What follows belongs to an exercise in optimizing a design on an open flow for small area; a production flow would make more cautious choices. The RTL was checked by simulation tests, not by an equivalence proof against the original design. Power and IR drop assume default switching activity.

<file path="flow/design.v">
`default_nettype none
module vreg_writeback #(
    parameter int LANES = 16,
    parameter int W     = 32
) (
    input  wire logic               clk,
    input  wire logic               rst,
    input  wire logic               alu_valid,
    output      logic               alu_ready,
    input  wire logic [3:0]         alu_rd,
    input  wire logic               alu_vec,
    input  wire logic [LANES*W-1:0] alu_data,
    input  wire logic               mem_valid,
    output      logic               mem_ready,
    input  wire logic [3:0]         mem_rd,
    input  wire logic               mem_vec,
    input  wire logic [W-1:0]       mem_data,
    output      logic               we3,
    output      logic [3:0]         ra3,
    output      logic [LANES*W-1:0] wd3,
    output      logic               selec_v_s_w,
    output      logic               pend_valid,
    output      logic [3:0]         pend_rd,
    output      logic               pend_vec,
    output      logic               pc_drop
);
    localparam logic [3:0] PC_REG = 4'd15;
    logic [3:0]              cnt_q;
    logic                    pwr_q;
    logic                    mwr_q;
    logic [3:0]              rd_q;
    logic                    vec_q;
    logic [LANES*W-1:0]      buf_q;      
    logic [LANES*W-1:0]      wd3_q;
    logic [3:0]              ra3_q;
    logic                    sel_q;
    logic                    we3_q;
    logic                    drop_q;
    logic                    ready_w;
    logic                    mem_acc_w;
    logic                    first_w;
    logic                    last_w;
    logic                    g_valid_w;
    logic                    g_vec_w;
    logic [3:0]              g_rd_w;
    logic                    g_drop_w;
    logic                    vsel_m_w;
    logic                    vsel_a_w;
    logic                    asel_w;
    logic [LANES*W-1:0]      wd3_d;
    logic                    shift_w;
    logic                    hold_w;
    logic [LANES*W-1:0]      buf_d;
    assign ready_w   = !rst && !pwr_q;
    assign mem_acc_w = mem_valid && ready_w;
    assign first_w   = (cnt_q == 4'd0);
    assign last_w    = first_w ? !mem_vec : (cnt_q == 4'd15);
    assign alu_ready = ready_w;
    assign mem_ready = ready_w;
    assign g_valid_w = pwr_q || (alu_valid && ready_w);
    assign g_vec_w   = pwr_q ? vec_q : alu_vec;
    assign g_rd_w    = pwr_q ? rd_q  : alu_rd;
    assign g_drop_w  = !g_vec_w && (g_rd_w == PC_REG);
    always_ff @(posedge clk) begin
        if (rst) begin
            cnt_q  <= 4'd0;
            pwr_q  <= 1'b0;
            mwr_q  <= 1'b0;
            we3_q  <= 1'b0;
            drop_q <= 1'b0;
        end else begin
            if (mem_acc_w && (!first_w || mem_vec))
                cnt_q <= cnt_q + 4'd1;
            pwr_q  <= mem_acc_w && last_w;
            mwr_q  <= pwr_q;
            we3_q  <= g_valid_w && !g_drop_w;
            drop_q <= g_valid_w && g_drop_w;
        end
    end
    always_ff @(posedge clk) begin
        if (mem_acc_w && first_w) begin
            rd_q  <= mem_rd;
            vec_q <= mem_vec;
        end
        buf_q <= buf_d;
        wd3_q <= wd3_d;
        ra3_q <= ({4{pwr_q}} & rd_q) | ({4{asel_w}} & alu_rd);
        sel_q <= vsel_m_w || vsel_a_w;
    end
    assign shift_w = mem_valid && !pwr_q;
    assign hold_w  = !shift_w && (pwr_q || !first_w);
    assign buf_d   = ({(LANES*W){shift_w}} & {mem_data, buf_q[LANES*W-1:W]})
                   | ({(LANES*W){hold_w}}  & buf_q);
    assign pend_valid  = pwr_q || mwr_q || !first_w;
    assign pend_rd     = pend_valid ? rd_q : 4'd0;
    assign pend_vec    = pend_valid && vec_q;
    assign we3         = we3_q;
    assign pc_drop     = drop_q;
    assign ra3         = ra3_q;
    assign selec_v_s_w = sel_q;
    assign wd3         = wd3_q;
    assign asel_w   = !pwr_q && alu_valid;
    assign vsel_m_w = pwr_q && vec_q;
    assign vsel_a_w = asel_w && alu_vec;
    assign wd3_d[LANES*W-1 -: W] = ({W{pwr_q}} & buf_q[LANES*W-1 -: W])
                                 | ({W{asel_w}} & alu_data[LANES*W-1 -: W]);
    assign wd3_d[(LANES-1)*W-1:0] = ({((LANES-1)*W){vsel_m_w}} & buf_q[(LANES-1)*W-1:0])
                                  | ({((LANES-1)*W){vsel_a_w}} & alu_data[(LANES-1)*W-1:0]);
endmodule
`default_nettype wire
</file>
<file path="flow/flow/run.sh">
#!/bin/bash
# Standard ORFS layout with two changes that only affect cell choice:
#  - port buffers use the smallest buffer (buf_1) instead of the default
#  - clock tree built from clkbuf_4/clkbuf_8 with smaller sink clusters and
#    no dummy loads
set -euo pipefail
export BUFFER_PORTS_ARGS="-buffer_cell sky130_fd_sc_hd__buf_1"
export CTS_ARGS="-sink_clustering_enable -repair_clock_nets -dont_use_dummy_load -sink_clustering_size 16 -sink_clustering_max_diameter 60 -buf_list {sky130_fd_sc_hd__clkbuf_4 sky130_fd_sc_hd__clkbuf_8}"
bash standard.sh > standard.log 2>&1
</file>
<file path="flow/standard.sh">
#!/bin/bash
# synth_recipe.tcl (not shown) runs the flow's synth.tcl, then flattens the netlist and writes it again
# the make line also repeats each setting of config.mk as NAME=value (left out here)
make -C /OpenROAD-flow-scripts/flow DESIGN_CONFIG=/design/flow/config.mk WORK_HOME=/design/flow/orfs CLKGATE_MAP_FILE= SYNTH_SCRIPT=/design/flow/synth_recipe.tcl "${@:-finish}"
</file>
<file path="flow/config.mk">
export PLATFORM = sky130hd
export DESIGN_NAME = vreg_writeback
export DESIGN_NICKNAME = vreg_writeback
export VERILOG_FILES = /design/flow/design.v
export SDC_FILE = /design/flow/constraint.sdc
export NUM_CORES = 4
export LEC_CHECK = 0
export CAP_MARGIN = 20
export CORE_AREA = 4 4 376 376
export DIE_AREA = 0 0 380 380
export SLEW_MARGIN = 20
</file>
<file path="flow/constraint.sdc">
create_clock -name core_clock -period 4.0 [get_ports {clk}]
set_input_delay 0.8000 -clock core_clock [delete_from_list [all_inputs] [get_ports {clk}]]
set_output_delay 0.8000 -clock core_clock [all_outputs]
set_load 0.01 [all_outputs]
</file>
==> metrics.md, run 1 <==
| Metric | Value |
|---|---|
| Highest-count cells in the layout ignoring fill and taps | 1,084 x sky130_fd_sc_hd__buf_1, 1,036 x sky130_fd_sc_hd__dfxtp_1, 1,028 x sky130_fd_sc_hd__a22o_1 |
| Total setup violations reported at the end of the flow | 0 |
| Antenna violations before repair | 45 |
| Transition time at the pin with the least slew margin | 0.892 ns |
| Height of the chip | 380 um |
| Net Sw Frac | 26.5% |
| Highest ir drop seen on vdd | 0.291 mV |
| Total half-perimeter wirelength after legalization and detailed placement | 117,000 um |
| Netlist area before placement | 31,600 sq um |
| Synthesized area per cell | 13.5 sq um |
| RSZ-0062 raised after global routing | no |
| #FFs+latches synth | 1,042 |
| Count of buffer and inverter cells on the critical path | 2 |
| Total power per unit cell area | 474 nW/um^2 |
| Max H-tree Level | 3 |
| Most used flip-flop cell after synthesis | sky130_fd_sc_hd__dfxtp_1 |
| Run status | timing/DRC/antenna clean |
| Setup fix buffers added after clock tree synthesis | 0 |
| Source-to-sink clock delay at the later pin of the worst-skew pair | 0.81 ns |
| Count of standard-cell rows | 136 |
| Number of nets with antenna violations after detailed routing | 0 |
| Total overflow reported by the global router | 0 |
| Final Total Pwr | 18.3 mW |
| Share of power burned in registers | 60.9% |
| All-layer global routing usage | 19.2% |
| Hold buffer count at CTS | 0 |
| Fraction of final layout cells with drive strength greater than 1 | 5.08% |
| Aggregate routed wire length | 146,000 um |
| Data required time at the worst endpoint | 3.20 ns |
| Capturing element type of the critical path | primary output |
| Via count | 25,000 |
| Number of buffers inserted during clock tree synthesis | 89 |
| Number of unique standard cell types used by synthesis | 35 |
| Number of enable flip-flop cells after synthesis | 5 |
| Final estimated routing congestion in global placement | 0.901 |
| Async set-or-reset flop fraction in the synthesized netlist | 0% |
| Gate family responsible for the most delay along the worst path | simple AND/OR/NAND/NOR gates |
| Crit Path Max Fanout | 6 |
| Worst-path cell with the longest stage delay | sky130_fd_sc_hd__or3b_1 |
| Maximum buffer depth of the clock tree | 3 |
| Root Buffer | sky130_fd_sc_hd__clkbuf_8 |
| Hold Path Class | input port to flip-flop |
| CP startpoint kind | flip-flop |
| Initial Utilization | 23.0% |
| CTS tree | done |
| Critical path data arrival time | 2.58 ns |
| Worst-case reg-to-reg path depth | 4 |
| Worst hold stages | 1 |
| Final critical path time including I/O delays and setup | 3.38 ns |
| Net count after synthesis | 2,911 |
| Switching power | 4.86 mW |
| Leading cell type in the layout, fill and taps excluded | sky130_fd_sc_hd__buf_1 |
| Wire length of the first global-routing pass | 197,000 um |
| Endpoint of the worst-slack reg-to-reg timing path | buf_q[264] |
| IO buf count | 1,084 |
| Cells resized by post-CTS repair | 0 |
| Final period util | 84.5% |
| Final Max Slew Viols | 0 |
| Initial DRC count | 2,030 |
| Cells after synthesis | 2,351 |
| Pin count of the biggest net entering global routing | 128 |
| Fill cell instance count of the final layout | 14,500 |
| Int Pwr | 13.4 mW |
| Final nets | 3,926 |
| Worst Hold Endpoint | rd_q[3] |
| Stage delay of the slowest cell on the critical path | 0.42 ns |
| CP startpoint | cnt_q[0] |
| Via count of the first global-routing pass | 23,800 |
| WL/cell | 28.3 um |
| Clock slew seen by the registers of the worst setup and hold paths | 0.11 ns |
| Synth Warn # | 1 |
| Max-Cap Viols | 0 |
| Clock group share of total power | 29.4% |
| Area added between synthesis and finish | 22.0% |
| Horizontal extent of the die | 380 um |
| I/O pin count | 1,085 |
| Via-per-instance ratio | 4.84 |
| Critical path class | flip-flop to primary output |
| Total Negative Setup Slacks | 0 ns |
| Post-route DRC violation count | 0 |
| Crit-path cells | inv_1 -> ha_1 -> or3b_1 -> or3_1 -> and2_1 -> buf_1 |
| Highest Clock Rate | 0.296 GHz |
| Start point of the worst min-delay path | mem_rd[3] |
| Proportion of synthesized chip area in sequential cells | 66.1% |
| End-of-flow core utilization | 28.1% |
| Total leakage power | 14.3 nW |
| Combinational share of power | 9.7% |
| Number of iterations in the first detailed-routing pass | 6 |
| DIE AREA | 144,000 sq um |
| Number of clock sinks seen by CTS | 1,042 |
| Startpoint of the most critical register-to-register path | pwr_q |
| Setup Skew | 0.135 ns |
| Worst setup slack for register-to-register paths | 1.46 ns |
| Slew margin rel. | 40.5% |
| Number of hold violations in the final report | 0 |
| CORE AREA | 137,000 sq um |
power by group through the flow:
stage / logic [mW] / clock network (mW) / registers (mW)
after floorplan: 0.954 / 0 / 11.3
after global placement: 1.76 / 0 / 11.4
after detailed placement: 1.78 / 0 / 11.4
after CTS: 1.78 / 5.53 / 11.1
after global routing: 1.90 / 5.88 / 11.2
final: 1.78 / 5.37 / 11.1
kinds of logic after synthesis:
logic type               count (synthesis)  synth area share (%)
AND/OR/NAND/NOR                         32                 0.597
multiplexers                             2                0.0672
AO/OA/AOI/OAI                         1036                  28.6
buffers and inverters                  237                  4.51
adder cells (fa/ha/maj)                  2                0.0791
flip-flops                            1042                  66.1
sequential cells by signal, summed over array words and instances, names as in the netlist:
| name | count |
|---|---|
| buf_q | 512 |
| cnt_q | 4 |
| drop_q | 1 |
| mwr_q | 1 |
| pwr_q | 1 |
| ra3_q | 4 |
| rd_q | 4 |
| sel_q | 1 |
| vec_q | 1 |
| wd3_q | 512 |
| we3_q | 1 |
per-layer routing:
metal,vias up,global-route usage [%],share of wire (%)
li1,11100,-,-
met1,12600,23.7,41
met2,1183,32.4,48
met3,203,5.46,8.2
met4,40,5.70,2.8
met5,-,0,0.18
metrics by stage:
| step | worst slack [ns] | cell area (sq um) | hold WS [ns] | std cells |
|---|---|---|---|---|
| detailed placement | 1.47 | 37300 | 0.458 | 5069 |
| finish | 0.619 | 38600 | 0.174 | 5170 |
| CTS | 0.513 | 38500 | 0.0360 | 5158 |
| floorplan | 1.70 | 31600 | 0.443 | 2351 |
| global route | 0.417 | 38500 | 0.0718 | 5159 |
| global placement | 1.48 | 37300 | 0.459 | 5069 |
how the worst max path moves through the flow:
stage	end	slack (ns)	depth (start not counted)
4_1_cts	pend_rd[2]	0.51	6
5_1_grt	pend_rd[2]	0.42	6
2_1_floorplan	pend_rd[0]	1.70	5
3_5_place_dp	wd3_q[145]	1.47	6
6_report	pend_rd[2]	0.62	6
3_3_place_gp	wd3_q[172]	1.48	6
layout make-up:
class	count	area (sq um)	share of cell area (%)
antenna	12	30.0	0.0778
tap	1794	2240	5.82
inverter	4	15.0	0.0389
multi-input combinational	1072	9320	24.2
timing repair buffer	1157	4830	12.5
clock buffer	89	1220	3.18
sequential	1042	20900	54.2
cell usage after synthesis (3+ instances only):
master                     number  area [sq um]
sky130_fd_sc_hd__dfxtp_1     1037         20800
sky130_fd_sc_hd__a22o_1      1028          9000
sky130_fd_sc_hd__clkbuf_1     109           409
sky130_fd_sc_hd__buf_6         63           709
sky130_fd_sc_hd__buf_2         45           225
sky130_fd_sc_hd__buf_1         14          52.6
sky130_fd_sc_hd__and2_1         7          43.8
sky130_fd_sc_hd__edfxtp_1       5           150
sky130_fd_sc_hd__nor2_1         5          18.8
sky130_fd_sc_hd__inv_1          4          15.0
sky130_fd_sc_hd__nand2_1        3          11.3
sky130_fd_sc_hd__nor2b_1        3          18.8
==> inputs of run 2 (changes only) <==
--- a/flow/design.v
+++ b/flow/design.v
@@ -27,5 +27,5 @@
     localparam logic [3:0] PC_REG = 4'd15;
-    logic [3:0]              cnt_q;
-    logic                    pwr_q;
-    logic                    mwr_q;
+    logic [3:0]              cnt_q, cnt_d;
+    logic                    pwr_q, pwr_d;
+    logic                    pend_q, pend_d;
     logic [3:0]              rd_q;
@@ -42,2 +42,4 @@
     logic                    last_w;
+    logic                    start_w;
+    logic                    keep_w;
     logic                    g_valid_w;
@@ -57,2 +59,7 @@
     assign last_w    = first_w ? !mem_vec : (cnt_q == 4'd15);
+    assign start_w   = mem_acc_w && first_w;
+    assign cnt_d  = (mem_acc_w && (!first_w || mem_vec)) ? cnt_q + 4'd1 : cnt_q;
+    assign pwr_d  = mem_acc_w && last_w;
+    assign pend_d = !rst && ((cnt_d != 4'd0) || pwr_d || pwr_q);
+    assign keep_w = !start_w && pend_d;
     assign alu_ready = ready_w;
@@ -67,3 +74,2 @@
             pwr_q  <= 1'b0;
-            mwr_q  <= 1'b0;
             we3_q  <= 1'b0;
@@ -71,6 +77,4 @@
         end else begin
-            if (mem_acc_w && (!first_w || mem_vec))
-                cnt_q <= cnt_q + 4'd1;
-            pwr_q  <= mem_acc_w && last_w;
-            mwr_q  <= pwr_q;
+            cnt_q  <= cnt_d;
+            pwr_q  <= pwr_d;
             we3_q  <= g_valid_w && !g_drop_w;
@@ -80,6 +84,5 @@
     always_ff @(posedge clk) begin
-        if (mem_acc_w && first_w) begin
-            rd_q  <= mem_rd;
-            vec_q <= mem_vec;
-        end
+        pend_q <= pend_d;
+        rd_q   <= ({4{start_w}} & mem_rd)  | ({4{keep_w}} & rd_q);
+        vec_q  <= (start_w && mem_vec) || (keep_w && vec_q);
         buf_q <= buf_d;
@@ -93,5 +96,5 @@
                    | ({(LANES*W){hold_w}}  & buf_q);
-    assign pend_valid  = pwr_q || mwr_q || !first_w;
-    assign pend_rd     = pend_valid ? rd_q : 4'd0;
-    assign pend_vec    = pend_valid && vec_q;
+    assign pend_valid  = pend_q;
+    assign pend_rd     = rd_q;
+    assign pend_vec    = vec_q;
     assign we3         = we3_q;
==> metrics.md, run 2 <==
| Metric | Value |
|---|---|
| Worst hold stages | 2 (+1) |
| Count of buffer and inverter cells on the critical path | 2 (unchanged) |
| Clock slew seen by the registers of the worst setup and hold paths | 0.10 ns (about the same) |
| Worst setup timing slack at the placement stage | 1.50 ns (+0.0373 ns) |
| Total leakage power | 14.4 nW (+0.81%) |
| Highest Clock Rate | 0.345 GHz (+17%) |
| WL/cell | 28.5 um (+0.85%) |
| Stage delay of the slowest cell on the critical path | 0.48 ns (+0.06 ns) |
| Final Max Slew Viols | 0 (unchanged) |
| Synthesized area per cell | 13.2 sq um (-1.5%) |
| Total setup violations reported at the end of the flow | 0 (unchanged) |
| Antenna violations before repair | 60 (+33%) |
| Via count of the first global-routing pass | 24,400 (+2.5%) |
| Final critical path time including I/O delays and setup | 2.90 ns (-0.483 ns) |
| Synth Warn # | 1 (unchanged) |
| Highest ir drop seen on vdd | 0.293 mV (+1.0%) |
| CORE AREA | 137,000 sq um (unchanged) |
| Startpoint of the most critical register-to-register path | pwr_q |
| Final period util | 72.4% (-12 points) |
| Netlist area before placement | 31,400 sq um (-0.60%) |
| Hold Path Class | input port to flip-flop |
| Wire length of the first global-routing pass | 200,000 um (+1.5%) |
| Root Buffer | sky130_fd_sc_hd__clkbuf_8 |
| Height of the chip | 380 um (unchanged) |
| Final estimated routing congestion in global placement | 0.931 (+3.3%) |
| Crit-path cells | buf_4 -> nor2_1 -> buf_1 |
| Number of clock sinks seen by CTS | 1,042 (unchanged) |
| Hold WS | 0.210 ns (+0.0364 ns) |
| Count of standard-cell rows | 136 (unchanged) |
| Highest-count cells in the layout ignoring fill and taps | 1,084 x sky130_fd_sc_hd__buf_1, 1,041 x sky130_fd_sc_hd__dfxtp_1, 1,028 x sky130_fd_sc_hd__a22o_1 |
| Critical path class | flip-flop to primary output |
| Largest registers | buf_q (512), wd3_q (512) |
| Via count | 24,700 (-1.2%) |
| Max H-tree Level | 3 (unchanged) |
| Maximum buffer depth of the clock tree | 3 (unchanged) |
| Total half-perimeter wirelength after legalization and detailed placement | 119,000 um (+1.5%) |
| Leading cell type in the layout, fill and taps excluded | sky130_fd_sc_hd__buf_1 |
| Cells after synthesis | 2,373 (+0.94%) |
| Via-per-instance ratio | 4.76 (-1.7%) |
| Final nets | 3,948 (+0.56%) |
| Number of nets with antenna violations after detailed routing | 0 (unchanged) |
| Data required time at the worst endpoint | 3.20 ns (about the same) |
| Run status | timing/DRC/antenna clean |
| #FFs+latches synth | 1,042 (unchanged) |
| Worst-path cell with the longest stage delay | sky130_fd_sc_hd__buf_4 |
| Initial DRC count | 1,662 (-18%) |
| CTS tree | done |
| Worst setup slack for register-to-register paths | 1.46 ns (about the same) |
| Instance area after placement | 37,500 sq um (+0.42%) |
| Setup fix buffers added after clock tree synthesis | 0 (unchanged) |
| Source-to-sink clock delay at the later pin of the worst-skew pair | 0.77 ns (-0.04 ns) |
| Area added between synthesis and finish | 23.5% |
| Commonest cells in the netlist | 1,042 x sky130_fd_sc_hd__dfxtp_1, 1,028 x sky130_fd_sc_hd__a22o_1, 103 x sky130_fd_sc_hd__buf_2 |
| Pin count of the biggest net entering global routing | 130 (+1.6%) |
| Initial Utilization | 22.9% (-0.14 points) |
| Aggregate routed wire length | 148,000 um (+1.4%) |
| Most used flip-flop cell after synthesis | sky130_fd_sc_hd__dfxtp_1 |
| Leading cell type by number of instances after synthesis | sky130_fd_sc_hd__dfxtp_1 |
| Number of iterations in the first detailed-routing pass | 6 (unchanged) |
| Crit Path Max Fanout | 41 (+35) |
| Transition time at the pin with the least slew margin | 0.823 ns (-0.0700 ns) |
| Total overflow reported by the global router | 0 (unchanged) |
| RSZ-0062 raised after global routing | no |
| Placed instance count | 5,084 (+0.30%) |
| Horizontal extent of the die | 380 um (unchanged) |
| Setup Skew | 0.111 ns (-0.0240 ns) |
| CP startpoint kind | flip-flop |
| Number of buffers inserted during clock tree synthesis | 96 (+7.9%) |
| Fraction of final layout cells with drive strength greater than 1 | 5.14% (+0.056 points) |
| Fill cell instance count of the final layout | 14,400 (-0.46%) |
| Hold buffer count at CTS | 0 (unchanged) |
| Post-route DRC violation count | 0 (unchanged) |
| Worst Hold Endpoint | wd3_q[1] |
| Gate family responsible for the most delay along the worst path | buffers and inverters |
| Least setup slack across all paths after layout | 1.10 ns (+0.483 ns) |
| Proportion of synthesized chip area in sequential cells | 66.3% (+0.24 points) |
| Max-Cap Viols | 0 (unchanged) |
| IO buf count | 1,084 (unchanged) |
| DIE AREA | 144,000 sq um (unchanged) |
| Post-layout instance area | 38,800 sq um (+0.68%) |
| Count of non-filler cells in the finished layout | 5,196 (+0.50%) |
| Final Total Pwr | 18.4 mW (+0.39%) |
| Number of hold violations in the final report | 0 (unchanged) |
| All-layer global routing usage | 19.5% (+0.32 points) |
| Most area-consuming cells after synthesis | sky130_fd_sc_hd__dfxtp_1 66%, sky130_fd_sc_hd__a22o_1 29%, sky130_fd_sc_hd__buf_2 1.6%, sky130_fd_sc_hd__clkbuf_1 1.2%, sky130_fd_sc_hd__buf_6 0.68% |
| Cells resized by post-CTS repair | 0 (unchanged) |
| Fraction of synthesized cell area taken by the top area cell type | 66.3% (+0.72 points) |
| Total power per unit cell area | 473 nW/um^2 (-0.28%) |
| End-of-flow core utilization | 28.2% (+0.19 points) |
| Async set-or-reset flop fraction in the synthesized netlist | 0% (unchanged) |
| Total Negative Setup Slacks | 0 ns (unchanged) |
| Number of unique standard cell types used by synthesis | 33 (-5.7%) |
| Slew margin rel. | 45.2% (+4.7 points) |
| Worst-case reg-to-reg path depth | 4 (unchanged) |
| Net count after synthesis | 2,933 (+0.76%) |
| Dominant cell type by area after synthesis | sky130_fd_sc_hd__dfxtp_1 |
| Number of enable flip-flop cells after synthesis | 0 (-5) |
| Critical path data arrival time | 2.10 ns (-0.48 ns) |
| Capturing element type of the critical path | primary output |
| Start point of the worst min-delay path | alu_data[1] |
| I/O pin count | 1,085 (unchanged) |
| Endpoint of the worst-slack reg-to-reg timing path | wd3_q[322] |
-- run 2: worst max path at each step --
stage               cells after the start    endpoint  slack, ns       from
detailed placement                      5  buf_q[345]       1.50  mem_valid
global placement                        5   wd3_q[66]       1.49      pwr_q
finish                                  3   alu_ready       1.10      pwr_q
floorplan                               3   mem_ready       1.85        rst
global route                            3   alu_ready       0.91      pwr_q
CTS                                     3   alu_ready       0.96      pwr_q
-- run 2: cells by family (layout without fill, tap and decap cells) --
family	after synthesis	after routing	synth area share, %
compound gates	1042	1042	28.9
other cells	0	16	0
simple gates	47	47	0.887
buf+inv	238	1251	3.72
xor+xnor	2	2	0.0557
flops	1042	1042	66.3
fa+ha+maj	2	2	0.0796
-- run 2: report_power, final --
| group | internal [mW] | leakage [nW] | switching [mW] |
|---|---|---|---|
| registers | 10.8 | 8.50 | 0.294 |
| logic | 0.651 | 5.22 | 1.09 |
| clock network | 2.13 | 0.690 | 3.43 |
-- run 2: per-layer routing --
layer	vias up	track usage (%)	wire (um)	part of all wire, %
met5	-	0	307	0.21
met4	48	6.97	5430	3.7
met3	235	5.45	11100	7.5
met2	1074	35.3	75500	51
met1	12300	21.8	55900	38
li1	11100	-	-	-
-- run 2: cell type report --
type / instances / area, sq um / share of cell area (%)
sequential: 1042 / 20900 / 53.7
multi-input combinational: 1093 / 9440 / 24.3
timing repair buffer: 1152 / 4920 / 12.7
tap: 1794 / 2240 / 5.78
clock buffer: 96 / 1320 / 3.40
antenna: 16 / 40.0 / 0.103
inverter: 3 / 11.3 / 0.0290

static timing again, ports no longer ideal:
Ports are ideal in the flow. The routed layouts listed here were re-timed in OpenROAD.
Step 1 assumes that a clkbuf_16 drives the clock port and a buf_2 every other input.
Step 2 moves the port delays by t, midway between the first and last clock arrival at a register: inputs arrive t later, outputs are due t later. That takes back most of the time a late clock gives input paths.
Slacks: ideal ports / drivers / drivers and shift; pairs: ideal ports / drivers.
run | t, ns | setup WS [ns] | hold slack, ns | pins driven straight from the clock port
run 1 | 0.814 | 0.619 / 0.544 / 1.358 | 0.174 / 0.123 / 0.457 | 1
run 2 | 0.803 | 1.102 / 1.026 / 1.461 | 0.210 / 0.158 / 0.438 | 1
After both steps every run listed still meets setup and hold.
